From an optimization exercise on the open Yosys and OpenROAD flow, aimed at small area, a short achievable clock period and few clock cycles per item; shortcuts taken in it are not production practice.
At most, simulation tests tie the RTL to the original design; equivalence was not proved.

==> try-ember <==
## two_point_weight_conversion
module two_point_weight_conversion #(
    parameter int SAMPLE_BITS = 16
) (
    input  logic                   clk,
    input  logic                   rst_n,
    input  logic                   cfg_we,
    input  logic [1:0]             cfg_index,
    input  logic [15:0]            cfg_data,
    input  logic                   in_valid,
    output logic                   in_stall,
    input  logic [SAMPLE_BITS-1:0] adc_sample,
    output logic                   out_valid,
    input  logic                   out_stall,
    output logic [31:0]            weight_value,
    output logic                   below_zero,
    output logic                   span_error
);
export LEC_CHECK = 0
export CAP_MARGIN = 20
export CORE_MARGIN = 2
export CORE_UTILIZATION = 40
export SLEW_MARGIN = 20
create_clock -name core_clock -period 10.0 [get_ports {clk}]
standard.sh (not shown) runs the stock make flow with config.mk's settings and CLKGATE_MAP_FILE= SYNTH_SCRIPT=/design/flow/synth_recipe.tcl, a recipe that flattens the netlist after the stock synthesis.
==> flow/flow/run.sh <==
#!/bin/bash
# Standard layout, with timing repair aimed at a setup slack of 6.4 ns.
set -euo pipefail
bash standard.sh SETUP_SLACK_MARGIN=6.4 finish > standard_flow.log 2>&1
test -f out/final.def
==> try-pepper: changes against try-ember <==
--- a/flow/design.v
+++ b/flow/design.v
@@ -73,16 +73,17 @@
     localparam logic [3:0] S_IDLE = 4'd0, S_LOAD = 4'd1, S_M0 = 4'd2, S_M1 = 4'd3,
                            S_M2 = 4'd4, S_M3 = 4'd5, S_AB = 4'd6, S_C = 4'd7,
                            S_P = 4'd8, S_W = 4'd9;
     logic [3:0]  st, st_next;
     logic [4:0]  cnt;
     logic        err_r;
     logic [15:0] m_r;       
     logic [15:0] dw_r;      
+    logic [17:0] t3_r;      
     logic        one_r;     
     logic [25:0] dq_r;      
     logic [15:0] e0_r, e1_r, e2_r, rb_r;    
     logic [15:0] hc_r;      
     logic [31:0] kc_r;      
     logic [13:0] ra_r;      
     logic [29:0] ma_r;      
     logic [15:0] x_r;
@@ -100,35 +101,38 @@
     begin
         st_next = st;
         case (st)
             S_LOAD: st_next = S_M0;
             S_M0:   st_next = S_M1;
             S_M1:   st_next = S_M2;
             S_M2:   st_next = S_M3;
             S_M3:   st_next = S_AB;
-            S_AB:   st_next = (cnt == 5'd29) ? S_C : S_AB;
-            S_C:    st_next = (cnt == 5'd13) ? S_P : S_C;
+            S_AB:   st_next = (cnt == 5'd25) ? S_P : S_AB;
             S_P:    st_next = S_W;
             S_W:    st_next = (cnt == 5'd9) ? S_IDLE : S_W;
             default: st_next = S_IDLE;
         endcase
         if (we_q)
             st_next = S_LOAD;
     end
-    logic [14:0] ua_trial;
-    logic [16:0] ua_diff;
+    logic [15:0] ua_trial;
+    logic [18:0] ua_e1, ua_e2, ua_e3;
+    logic        ua_q1, ua_q2, ua_q3;
     logic [13:0] ua_rem;
-    assign ua_trial = {ra_r, ma_r[29]};
-    logic        ua_ci;
-    logic [17:0] ua_sum;
-    assign ua_ci    = (st != S_C);
-    assign ua_sum   = {2'b00, ua_trial, ua_ci} + {~{1'b0, dw_r}, ua_ci};
-    assign ua_diff  = ua_sum[17:1];
-    assign ua_rem   = ua_diff[16] ? ua_trial[13:0] : ua_diff[13:0];
+    logic [1:0]  ua_q;
+    assign ua_trial = {ra_r, ma_r[29:28]};
+    assign ua_e1    = {3'b000, ua_trial} - {3'b000, dw_r};
+    assign ua_e2    = {3'b000, ua_trial} - {2'b00, dw_r, 1'b0};
+    assign ua_e3    = {3'b000, ua_trial} - {1'b0, t3_r};
+    assign ua_q1    = !ua_e1[18];
+    assign ua_q2    = !ua_e2[18];
+    assign ua_q3    = !ua_e3[18];
+    assign ua_rem   = ua_q3 ? ua_e3[13:0] : (ua_q2 ? ua_e2[13:0] : (ua_q1 ? ua_e1[13:0] : ua_trial[13:0]));
+    assign ua_q     = {ua_q2, ua_q3 || (ua_q1 && !ua_q2)};
     logic [16:0] ub_trial;
     logic [17:0] ub_diff;
     logic [15:0] ub_rem;
     assign ub_trial = {rb_r, dq_r[25]};
     assign ub_diff  = {1'b0, ub_trial} + ~{2'b00, m_r};
     assign ub_rem   = ub_diff[17] ? ub_trial[15:0] : ub_diff[15:0];
     logic [16:0] r5;
     logic [15:0] hc_new;
@@ -159,57 +163,58 @@
             S_LOAD:
             begin
                 dw_r  <= {2'b00, diff_c[13:0]};
                 m_r   <= am1_c;
                 err_r <= err_c;
                 dq_r  <= {w1_r, 12'd0};
                 kc_r  <= {18'd0, w1_r};
             end
+            S_M0:
+                t3_r <= {2'b00, dw_r} + {1'b0, dw_r, 1'b0};
             S_M3:
             begin
                 ma_r <= kx1[29:0];
                 ra_r <= '0;
                 dq_r <= {dw_r[13:0], 12'd0};
                 rb_r <= '0;
                 cnt  <= 5'd0;
             end
             S_AB:
             begin
-                cnt <= cnt + 5'd1;
-                if (cnt == 5'd29)
+                cnt <= (cnt == 5'd25) ? 5'd0 : cnt + 5'd1;
+                if (cnt == 5'd14)
                 begin
                     ma_r <= {ua_rem, 16'd0};
                     ra_r <= '0;
-                    dw_r <= m_r;
-                    cnt  <= 5'd0;
+                    dw_r <= m_r + 16'd1;
+                    t3_r <= {2'b00, m_r} + {1'b0, m_r, 1'b0} + 18'd3;
                 end
-                else
+                else if (cnt < 5'd14)
                 begin
-                    ma_r <= {ma_r[28:0], 1'b0};
+                    ma_r <= {ma_r[27:0], 2'b00};
+                    ra_r <= ua_rem;
+                end
+                else if (cnt < 5'd22)
+                begin
+                    ma_r <= {ma_r[27:0], ua_q};
                     ra_r <= ua_rem;
                 end
                 if (cnt < 5'd26)
                 begin
                     rb_r <= ub_rem;
                     dq_r <= {dq_r[24:0], ~ub_diff[17]};
                 end
                 if (cnt == 5'd13)
                     e0_r <= ub_rem;
                 if (cnt == 5'd17)
                     e1_r <= ub_rem;
                 if (cnt == 5'd21)
                     e2_r <= ub_rem;
             end
-            S_C:
-            begin
-                cnt  <= (cnt == 5'd13) ? 5'd0 : cnt + 5'd1;
-                ma_r <= {ma_r[28:0], ~ua_diff[16]};
-                ra_r <= ua_rem;
-            end
             S_P:
             begin
                 hc_r  <= {2'b00, ra_r};
                 one_r <= 1'b0;
                 kc_r <= {{17{kc_p[14]}}, kc_p};
                 x_r  <= c1_r;
             end
             S_W:
==> try-onyx: changes against try-ember <==
--- a/flow/design.v
+++ b/flow/design.v
@@ -73,16 +73,17 @@
     localparam logic [3:0] S_IDLE = 4'd0, S_LOAD = 4'd1, S_M0 = 4'd2, S_M1 = 4'd3,
                            S_M2 = 4'd4, S_M3 = 4'd5, S_AB = 4'd6, S_C = 4'd7,
                            S_P = 4'd8, S_W = 4'd9;
     logic [3:0]  st, st_next;
     logic [4:0]  cnt;
     logic        err_r;
     logic [15:0] m_r;       
     logic [15:0] dw_r;      
+    logic [17:0] t3_r;      
     logic        one_r;     
     logic [25:0] dq_r;      
     logic [15:0] e0_r, e1_r, e2_r, rb_r;    
     logic [15:0] hc_r;      
     logic [31:0] kc_r;      
     logic [13:0] ra_r;      
     logic [29:0] ma_r;      
     logic [15:0] x_r;
@@ -100,35 +101,38 @@
     begin
         st_next = st;
         case (st)
             S_LOAD: st_next = S_M0;
             S_M0:   st_next = S_M1;
             S_M1:   st_next = S_M2;
             S_M2:   st_next = S_M3;
             S_M3:   st_next = S_AB;
-            S_AB:   st_next = (cnt == 5'd29) ? S_C : S_AB;
-            S_C:    st_next = (cnt == 5'd13) ? S_P : S_C;
+            S_AB:   st_next = (cnt == 5'd23) ? S_W : S_AB;
             S_P:    st_next = S_W;
             S_W:    st_next = (cnt == 5'd9) ? S_IDLE : S_W;
             default: st_next = S_IDLE;
         endcase
         if (we_q)
             st_next = S_LOAD;
     end
-    logic [14:0] ua_trial;
-    logic [16:0] ua_diff;
+    logic [15:0] ua_trial;
+    logic [18:0] ua_e1, ua_e2, ua_e3;
+    logic        ua_q1, ua_q2, ua_q3;
     logic [13:0] ua_rem;
-    assign ua_trial = {ra_r, ma_r[29]};
-    logic        ua_ci;
-    logic [17:0] ua_sum;
-    assign ua_ci    = (st != S_C);
-    assign ua_sum   = {2'b00, ua_trial, ua_ci} + {~{1'b0, dw_r}, ua_ci};
-    assign ua_diff  = ua_sum[17:1];
-    assign ua_rem   = ua_diff[16] ? ua_trial[13:0] : ua_diff[13:0];
+    logic [1:0]  ua_q;
+    assign ua_trial = {ra_r, ma_r[29:28]};
+    assign ua_e1    = {3'b000, ua_trial} - {3'b000, dw_r};
+    assign ua_e2    = {3'b000, ua_trial} - {2'b00, dw_r, 1'b0};
+    assign ua_e3    = {3'b000, ua_trial} - {1'b0, t3_r};
+    assign ua_q1    = !ua_e1[18];
+    assign ua_q2    = !ua_e2[18];
+    assign ua_q3    = !ua_e3[18];
+    assign ua_rem   = ua_q3 ? ua_e3[13:0] : (ua_q2 ? ua_e2[13:0] : (ua_q1 ? ua_e1[13:0] : ua_trial[13:0]));
+    assign ua_q     = {ua_q2, ua_q3 || (ua_q1 && !ua_q2)};
     logic [16:0] ub_trial;
     logic [17:0] ub_diff;
     logic [15:0] ub_rem;
     assign ub_trial = {rb_r, dq_r[25]};
     assign ub_diff  = {1'b0, ub_trial} + ~{2'b00, m_r};
     assign ub_rem   = ub_diff[17] ? ub_trial[15:0] : ub_diff[15:0];
     logic [16:0] r5;
     logic [15:0] hc_new;
@@ -159,63 +163,71 @@
             S_LOAD:
             begin
                 dw_r  <= {2'b00, diff_c[13:0]};
                 m_r   <= am1_c;
                 err_r <= err_c;
                 dq_r  <= {w1_r, 12'd0};
                 kc_r  <= {18'd0, w1_r};
             end
+            S_M0:
+                t3_r <= {2'b00, dw_r} + {1'b0, dw_r, 1'b0};
+            S_M1:
+            begin
+                dq_r <= {dw_r[13:0], 12'd0};
+                rb_r <= '0;
+            end
+            S_M2:
+            begin
+                rb_r <= ub_rem;
+                dq_r <= {dq_r[24:0], ~ub_diff[17]};
+            end
             S_M3:
             begin
                 ma_r <= kx1[29:0];
                 ra_r <= '0;
-                dq_r <= {dw_r[13:0], 12'd0};
-                rb_r <= '0;
+                rb_r <= ub_rem;
+                dq_r <= {dq_r[24:0], ~ub_diff[17]};
                 cnt  <= 5'd0;
             end
             S_AB:
             begin
-                cnt <= cnt + 5'd1;
-                if (cnt == 5'd29)
+                cnt <= (cnt == 5'd23) ? 5'd0 : cnt + 5'd1;
+                if (cnt == 5'd14)
                 begin
                     ma_r <= {ua_rem, 16'd0};
                     ra_r <= '0;
-                    dw_r <= m_r;
-                    cnt  <= 5'd0;
+                    dw_r <= m_r + 16'd1;
+                    t3_r <= {2'b00, m_r} + {1'b0, m_r, 1'b0} + 18'd3;
                 end
-                else
+                else if (cnt < 5'd14)
                 begin
-                    ma_r <= {ma_r[28:0], 1'b0};
+                    ma_r <= {ma_r[27:0], 2'b00};
                     ra_r <= ua_rem;
                 end
-                if (cnt < 5'd26)
+                else if (cnt < 5'd22)
                 begin
-                    rb_r <= ub_rem;
-                    dq_r <= {dq_r[24:0], ~ub_diff[17]};
+                    ma_r <= {ma_r[27:0], ua_q};
+                    ra_r <= ua_rem;
                 end
-                if (cnt == 5'd13)
+                rb_r <= ub_rem;
+                dq_r <= {dq_r[24:0], ~ub_diff[17]};
+                if (cnt == 5'd11)
                     e0_r <= ub_rem;
-                if (cnt == 5'd17)
+                if (cnt == 5'd15)
                     e1_r <= ub_rem;
-                if (cnt == 5'd21)
+                if (cnt == 5'd19)
                     e2_r <= ub_rem;
-            end
-            S_C:
-            begin
-                cnt  <= (cnt == 5'd13) ? 5'd0 : cnt + 5'd1;
-                ma_r <= {ma_r[28:0], ~ua_diff[16]};
-                ra_r <= ua_rem;
-            end
-            S_P:
-            begin
-                hc_r  <= {2'b00, ra_r};
-                one_r <= 1'b0;
-                kc_r <= {{17{kc_p[14]}}, kc_p};
-                x_r  <= c1_r;
+                if (cnt == 5'd23)
+                begin
+                    hc_r  <= {2'b00, ra_r};
+                    one_r <= 1'b0;
+                    kc_r  <= {{17{kc_p[14]}}, kc_p};
+                    x_r   <= c1_r;
+                end
             end
             S_W:
             begin
                 cnt <= cnt + 5'd1;
                 if (cnt == 5'd8)
                 begin
                     hc_r  <= hc_new;
                     one_r <= 1'b1;
==> flow/flow/run.sh (replaced) <==
#!/bin/bash
# Standard layout, with timing repair aimed at a setup slack of 6.5 ns.
set -euo pipefail
bash standard.sh SETUP_SLACK_MARGIN=6.5 finish > standard_flow.log 2>&1
test -f out/final.def
CTS_CLUSTER_DIAMETER = 100   (was unset)
CTS_CLUSTER_SIZE = 22   (was unset)
==> try-sierra: changes against try-ember <==
--- a/flow/design.v
+++ b/flow/design.v
@@ -73,16 +73,17 @@
     localparam logic [3:0] S_IDLE = 4'd0, S_LOAD = 4'd1, S_M0 = 4'd2, S_M1 = 4'd3,
                            S_M2 = 4'd4, S_M3 = 4'd5, S_AB = 4'd6, S_C = 4'd7,
                            S_P = 4'd8, S_W = 4'd9;
     logic [3:0]  st, st_next;
     logic [4:0]  cnt;
     logic        err_r;
     logic [15:0] m_r;       
     logic [15:0] dw_r;      
+    logic [17:0] t3_r;      
     logic        one_r;     
     logic [25:0] dq_r;      
     logic [15:0] e0_r, e1_r, e2_r, rb_r;    
     logic [15:0] hc_r;      
     logic [31:0] kc_r;      
     logic [13:0] ra_r;      
     logic [29:0] ma_r;      
     logic [15:0] x_r;
@@ -100,35 +101,38 @@
     begin
         st_next = st;
         case (st)
             S_LOAD: st_next = S_M0;
             S_M0:   st_next = S_M1;
             S_M1:   st_next = S_M2;
             S_M2:   st_next = S_M3;
             S_M3:   st_next = S_AB;
-            S_AB:   st_next = (cnt == 5'd29) ? S_C : S_AB;
-            S_C:    st_next = (cnt == 5'd13) ? S_P : S_C;
+            S_AB:   st_next = (cnt == 5'd23) ? S_W : S_AB;
             S_P:    st_next = S_W;
             S_W:    st_next = (cnt == 5'd9) ? S_IDLE : S_W;
             default: st_next = S_IDLE;
         endcase
         if (we_q)
             st_next = S_LOAD;
     end
-    logic [14:0] ua_trial;
-    logic [16:0] ua_diff;
+    logic [15:0] ua_trial;
+    logic [18:0] ua_e1, ua_e2, ua_e3;
+    logic        ua_q1, ua_q2, ua_q3;
     logic [13:0] ua_rem;
-    assign ua_trial = {ra_r, ma_r[29]};
-    logic        ua_ci;
-    logic [17:0] ua_sum;
-    assign ua_ci    = (st != S_C);
-    assign ua_sum   = {2'b00, ua_trial, ua_ci} + {~{1'b0, dw_r}, ua_ci};
-    assign ua_diff  = ua_sum[17:1];
-    assign ua_rem   = ua_diff[16] ? ua_trial[13:0] : ua_diff[13:0];
+    logic [1:0]  ua_q;
+    assign ua_trial = {ra_r, ma_r[29:28]};
+    assign ua_e1    = {3'b000, ua_trial} - {3'b000, dw_r};
+    assign ua_e2    = {3'b000, ua_trial} - {2'b00, dw_r, 1'b0};
+    assign ua_e3    = {3'b000, ua_trial} - {1'b0, t3_r};
+    assign ua_q1    = !ua_e1[18];
+    assign ua_q2    = !ua_e2[18];
+    assign ua_q3    = !ua_e3[18];
+    assign ua_rem   = ua_q3 ? ua_e3[13:0] : (ua_q2 ? ua_e2[13:0] : (ua_q1 ? ua_e1[13:0] : ua_trial[13:0]));
+    assign ua_q     = {ua_q2, ua_q3 || (ua_q1 && !ua_q2)};
     logic [16:0] ub_trial;
     logic [17:0] ub_diff;
     logic [15:0] ub_rem;
     assign ub_trial = {rb_r, dq_r[25]};
     assign ub_diff  = {1'b0, ub_trial} + ~{2'b00, m_r};
     assign ub_rem   = ub_diff[17] ? ub_trial[15:0] : ub_diff[15:0];
     logic [16:0] r5;
     logic [15:0] hc_new;
@@ -159,63 +163,71 @@
             S_LOAD:
             begin
                 dw_r  <= {2'b00, diff_c[13:0]};
                 m_r   <= am1_c;
                 err_r <= err_c;
                 dq_r  <= {w1_r, 12'd0};
                 kc_r  <= {18'd0, w1_r};
             end
+            S_M0:
+                t3_r <= {2'b00, dw_r} + {1'b0, dw_r, 1'b0};
+            S_M1:
+            begin
+                dq_r <= {dw_r[13:0], 12'd0};
+                rb_r <= '0;
+            end
+            S_M2:
+            begin
+                rb_r <= ub_rem;
+                dq_r <= {dq_r[24:0], ~ub_diff[17]};
+            end
             S_M3:
             begin
                 ma_r <= kx1[29:0];
                 ra_r <= '0;
-                dq_r <= {dw_r[13:0], 12'd0};
-                rb_r <= '0;
+                rb_r <= ub_rem;
+                dq_r <= {dq_r[24:0], ~ub_diff[17]};
                 cnt  <= 5'd0;
             end
             S_AB:
             begin
-                cnt <= cnt + 5'd1;
-                if (cnt == 5'd29)
+                cnt <= (cnt == 5'd23) ? 5'd0 : cnt + 5'd1;
+                if (cnt == 5'd14)
                 begin
                     ma_r <= {ua_rem, 16'd0};
                     ra_r <= '0;
-                    dw_r <= m_r;
-                    cnt  <= 5'd0;
+                    dw_r <= m_r + 16'd1;
+                    t3_r <= {2'b00, m_r} + {1'b0, m_r, 1'b0} + 18'd3;
                 end
-                else
+                else if (cnt < 5'd14)
                 begin
-                    ma_r <= {ma_r[28:0], 1'b0};
+                    ma_r <= {ma_r[27:0], 2'b00};
                     ra_r <= ua_rem;
                 end
-                if (cnt < 5'd26)
+                else if (cnt < 5'd22)
                 begin
-                    rb_r <= ub_rem;
-                    dq_r <= {dq_r[24:0], ~ub_diff[17]};
+                    ma_r <= {ma_r[27:0], ua_q};
+                    ra_r <= ua_rem;
                 end
-                if (cnt == 5'd13)
+                rb_r <= ub_rem;
+                dq_r <= {dq_r[24:0], ~ub_diff[17]};
+                if (cnt == 5'd11)
                     e0_r <= ub_rem;
-                if (cnt == 5'd17)
+                if (cnt == 5'd15)
                     e1_r <= ub_rem;
-                if (cnt == 5'd21)
+                if (cnt == 5'd19)
                     e2_r <= ub_rem;
-            end
-            S_C:
-            begin
-                cnt  <= (cnt == 5'd13) ? 5'd0 : cnt + 5'd1;
-                ma_r <= {ma_r[28:0], ~ua_diff[16]};
-                ra_r <= ua_rem;
-            end
-            S_P:
-            begin
-                hc_r  <= {2'b00, ra_r};
-                one_r <= 1'b0;
-                kc_r <= {{17{kc_p[14]}}, kc_p};
-                x_r  <= c1_r;
+                if (cnt == 5'd23)
+                begin
+                    hc_r  <= {2'b00, ra_r};
+                    one_r <= 1'b0;
+                    kc_r  <= {{17{kc_p[14]}}, kc_p};
+                    x_r   <= c1_r;
+                end
             end
             S_W:
             begin
                 cnt <= cnt + 5'd1;
                 if (cnt == 5'd8)
                 begin
                     hc_r  <= hc_new;
                     one_r <= 1'b1;
==> metrics.cfg <==
[run_status]
status=finished clean

[yosys]
synth_simple_gate_area_share_pct=10.3

[floorplanning]
core_area_um2=167000

[final_layout]
drive_gt1_share_pct=9.70

Source of the figures above: try-sierra

==> metrics.cfg <==
[final_layout]
buffers=252

[setup_path]
r2r_start=kcs_c[0]$_DFFE_PN_

[run_status]
status=finished clean

[floorplanning]
core_area_um2=167000

Source of the figures above: try-pepper

==> metrics.cfg <==
[timing]
finalCritPeriodShare_pct=35.2

[run_status]
status=finished clean

[min_path]
hold_path_end=ds_2[10]$_DFFE_PN_

[final_layout]
drive_gt1_share_pct=10.1
reg_top3=kc_r: 32 flops, kcs_s: 32 flops, kp_0: 32 flops

[floorplanning]
core_area_um2=167000

[yosys]
synth_simple_gate_area_share_pct=10.3
synthFlopType=edfxtp_1

Source of the figures above: try-onyx

==> metrics.cfg <==
[final_layout]
drive_gt1_share_pct=11.4

[floorplanning]
dieWidth_um=401
core_area_um2=157000

[yosys]
synth_simple_gate_area_share_pct=9.46
synth_top_family_by_area=adder cells

[run_status]
status=finished clean

[global_routing]
antenna_found_initial=9

[setup_path]
critical-path-max-stage-delay_ps=420

Source of the figures above: try-ember

Testbench counts of try-ember, summed over its fixed seeds: cycles 11,424, items 9,600.
Testbench counts of try-onyx, summed over its fixed seeds: cycles 10,920, items 9,600.
Testbench counts of try-sierra, summed over its fixed seeds: cycles 10,920, items 9,600.
Only the layout flow was run in try-pepper; the RTL was not checked for function there.

-- separate check: timing with driven ports --
How much do the figures lean on ideal ports? The routed layouts below were timed once more, with nothing changed but the port constraints.
Step 1 (the two cells are an assumption about what drives the block):
set clk [get_ports {clk}]
set_driving_cell -lib_cell sky130_fd_sc_hd__clkbuf_16 $clk
set_driving_cell -lib_cell sky130_fd_sc_hd__buf_2 [delete_from_list [all_inputs] $clk]
Step 2, shift: input delay + t, output delay - t, t = (earliest + latest rising clock arrival at the registers) / 2. This alone moves slack from input paths to output paths.
Slacks: no drivers / after step 1 / after step 2; pairs: no drivers / after step 1.
run | t, ns | setup WS [ns] | slew at the worst register clock pin (ns)
try-ember | 0.802 | 6.375 / 6.375 / 5.961 | 0.07 / 0.07
try-pepper | 0.837 | 6.394 / 6.387 / 6.133 | 0.07 / 0.07
try-onyx | 0.766 | 6.477 / 6.466 / 6.054 | 0.10 / 0.10
try-sierra | 0.823 | 6.442 / 6.362 / 5.868 | 0.07 / 0.07
After both steps setup and hold are still met in every run listed. The setup slack of try-sierra, which loses most, moves by -0.080 ns with the drivers and by -0.574 ns with both steps.
